This is an optimization exercise on Yosys and OpenROAD, whose aim is small area, not a production implementation. Only simulation tests tie the RTL to the original design; equivalence was not proved.

== epsilon ==
==> flow/design.v <==
module vid_sram_banked #(
    parameter int DEPTH      = 12,
    parameter int ADDR_SPACE = 4,
    parameter int Q          = 16,
    parameter int VID_BW     = 16,
    parameter int RD_LAT     = 3
) (
    input  logic                  clk,
    input  logic                  rst_n,
    input  logic                  wsb,
    input  logic [Q-1:0]          wmask,
    input  logic [ADDR_SPACE-1:0] waddr,
    input  logic [VID_BW*Q-1:0]   wdata,
    input  logic                  rsb,
    input  logic [ADDR_SPACE-1:0] raddr,
    output logic [VID_BW*Q-1:0]   rdata,
    output logic                  rvalid,
    output logic                  collision,
    output logic                  oob_err
);
    localparam int W = VID_BW * Q;
    logic             rd_en, wr_req, rd_in_range, wr_in_range;
    logic [DEPTH-1:0] rsel;     
    logic [DEPTH-1:0] wsel;     
    logic [W-1:0]     mem [DEPTH];
    logic [W-1:0]     rd_word;
    logic [W-1:0]      pipe_data [RD_LAT];
    logic [RD_LAT-1:0] pipe_vld;
    assign rd_en       = ~rsb;
    assign wr_req      = ~wsb;
    assign rd_in_range = (raddr < DEPTH);
    assign wr_in_range = (waddr < DEPTH);
    always_comb begin
        for (int w = 0; w < DEPTH; w++) begin
            rsel[w] = (raddr == w);
            wsel[w] = wr_req & (waddr == w);
        end
    end
    for (genvar w = 0; w < DEPTH; w++) begin : g_word
        for (genvar l = 0; l < Q; l++) begin : g_lane
            logic              we, we_n;
            logic [VID_BW-1:0] nxt;
            assign we   = wsel[w] & wmask[l];
            assign we_n = ~we;
            for (genvar b = 0; b < VID_BW; b++) begin : g_bit
                vsb_hold u_hold (.q(mem[w][l*VID_BW+b]), .d(wdata[l*VID_BW+b]), .en(we), .en_n(we_n),
                                 .y(nxt[b]));
            end
            always_ff @(posedge clk) begin
                mem[w][l*VID_BW +: VID_BW] <= nxt;
            end
        end
    end
    for (genvar b = 0; b < W; b++) begin : g_rbit
        logic [DEPTH-1:0] col;
        for (genvar w = 0; w < DEPTH; w++) begin : g_col
            assign col[w] = mem[w][b];
        end
        vsb_rdmux #(.N(DEPTH)) u_mux (.sel(rsel), .d(col), .y(rd_word[b]));
    end
    always_ff @(posedge clk) begin
        pipe_data[0] <= rd_word;
        for (int s = 1; s < RD_LAT; s++)
            pipe_data[s] <= pipe_data[s-1];
    end
    always_ff @(posedge clk or negedge rst_n) begin
        if (!rst_n) begin
            pipe_vld  <= '0;
            collision <= 1'b0;
            oob_err   <= 1'b0;
        end else begin
            pipe_vld  <= {pipe_vld[RD_LAT-2:0], rd_en};
            collision <= rd_en & wr_req & rd_in_range & (raddr == waddr);
            oob_err   <= (rd_en & ~rd_in_range) | (wr_req & ~wr_in_range);
        end
    end
    assign rdata  = pipe_data[RD_LAT-1];
    assign rvalid = pipe_vld[RD_LAT-1];
endmodule
module vsb_rdmux #(
    parameter int N = 12
) (
    input  logic [N-1:0] sel,
    input  logic [N-1:0] d,
    output logic         y
);
    logic [3:0] g;
    for (genvar i = 0; i < 4; i++) begin : g_grp
        vsb_aoi222 u_aoi (.a(sel[3*i +: 3]), .b(d[3*i +: 3]), .y(g[i]));
    end
    vsb_nand4 u_nand (.a(g), .y(y));
endmodule
module vsb_aoi222 (
    input  logic [2:0] a,
    input  logic [2:0] b,
    output logic       y
);
    assign y = ~|(a & b);
endmodule
module vsb_nand4 (
    input  logic [3:0] a,
    output logic       y
);
    assign y = ~&a;
endmodule
module vsb_hold (
    input  logic q,
    input  logic d,
    input  logic en,
    input  logic en_n,
    output logic y
);
    assign y = (q & en_n) | (d & en);
endmodule
export LEC_CHECK = 0
export CAP_MARGIN = 20
export CORE_MARGIN = 2
export CORE_UTILIZATION = 70
export SLEW_MARGIN = 20
export SYNTH_HIERARCHICAL = 1
export SYNTH_MINIMUM_KEEP_SIZE = 0
create_clock -name core_clock -period 5.0 [get_ports {clk}]
standard.sh (not shown) runs the stock make flow with config.mk's settings and CLKGATE_MAP_FILE= SYNTH_SCRIPT=/design/flow/synth_recipe.tcl, a recipe that flattens the netlist after the stock synthesis.
==> flow/flow/run.sh <==
#!/bin/bash
# The standard layout (standard.sh, the standard flow's own ORFS run, with its standard synthesis), with
# two changes: the port buffers are the smallest buffer cell, and clock tree synthesis uses
# clkbuf_8 leaf clusters of up to 16 sinks and inserts no dummy loads.
set -euo pipefail
CTS_ARGS="-sink_clustering_enable -repair_clock_nets -dont_use_dummy_load -buf_list sky130_fd_sc_hd__clkbuf_8 -sink_clustering_size 16 -sink_clustering_max_diameter 50"
BUFFER_PORTS_ARGS="-buffer_cell sky130_fd_sc_hd__buf_1"
export CTS_ARGS BUFFER_PORTS_ARGS
bash standard.sh "CTS_ARGS=$CTS_ARGS" "BUFFER_PORTS_ARGS=$BUFFER_PORTS_ARGS" finish > standard_make.log 2>&1
--- input diff epsilon..beta ---
--- a/flow/design.v
+++ b/flow/design.v
@@ -38,12 +38,12 @@
     end
     for (genvar w = 0; w < DEPTH; w++) begin : g_word
         for (genvar l = 0; l < Q; l++) begin : g_lane
             logic              we, we_n;
             logic [VID_BW-1:0] nxt;
-            assign we   = wsel[w] & wmask[l];
-            assign we_n = ~we;
+            assign we_n = ~(wsel[w] & wmask[l]);
+            vsb_inv u_we (.a(we_n), .y(we));
             for (genvar b = 0; b < VID_BW; b++) begin : g_bit
                 vsb_hold u_hold (.q(mem[w][l*VID_BW+b]), .d(wdata[l*VID_BW+b]), .en(we), .en_n(we_n),
                                  .y(nxt[b]));
             end
             always_ff @(posedge clk) begin
@@ -110,5 +110,11 @@
     input  logic en_n,
     output logic y
 );
     assign y = (q & en_n) | (d & en);
 endmodule
+module vsb_inv (
+    input  logic a,
+    output logic y
+);
+    assign y = ~a;
+endmodule
==> notes.md <==
- Lower worst path buffer plus inverter count goes to epsilon over beta.
- The design area number comes out higher for beta vs epsilon.
- Compared beta vs epsilon, and synthesized cell count is down in beta.
- Final weighted congestion in routability-driven placement (beta vs. epsilon) increases by a few percent
- beta gives more proportion of layout cells with a drive suffix above 1 than epsilon did.
- Delta (beta minus epsilon): relative slew slack neither gained nor lost much; global-route track usage on met2 now sits higher.
- Placement-stage worst setup slack was higher in the run labelled epsilon.
- For the global-route wire length before repair, beta came in 6900 um higher than epsilon did.
- Relative to epsilon, buffer count excluding the clock tree in the final layout has increased by about 34% in beta.
- Per the comparison of beta with epsilon, clock transition at the register clock pins on the worst setup and hold paths after CTS has remained practically unchanged; setup slack has decreased.

-- static timing again, ports no longer ideal --
In the flow no input, the clock included, has a driving cell. The finished layouts below were timed again as built, in two steps.
Step 1 assumes that a clkbuf_16 drives the clock port and a buf_2 every other input.
Step 2, shift: input delay + t, output delay - t, t = (earliest + latest rising clock arrival at the registers) / 2. This alone moves slack from input paths to output paths.
Slacks: ideal ports / drivers / drivers and shift; pairs: ideal ports / drivers.
| run | t (ns) | slack for setup (ns) | worst slew at a driven data input, ns | cell pins on the clock port's net |
|---|---|---|---|---|
| epsilon | 1.164 | 2.114 / 2.059 / 0.933 | 0.22 | 1 |
| beta | 1.164 | 1.846 / 1.868 / 0.747 | 0.30 | 1 |
After both steps setup and hold are still met in every run listed. For epsilon, which loses most, drivers alone change the setup slack by -0.055 ns; drivers and shift together by -1.181 ns.
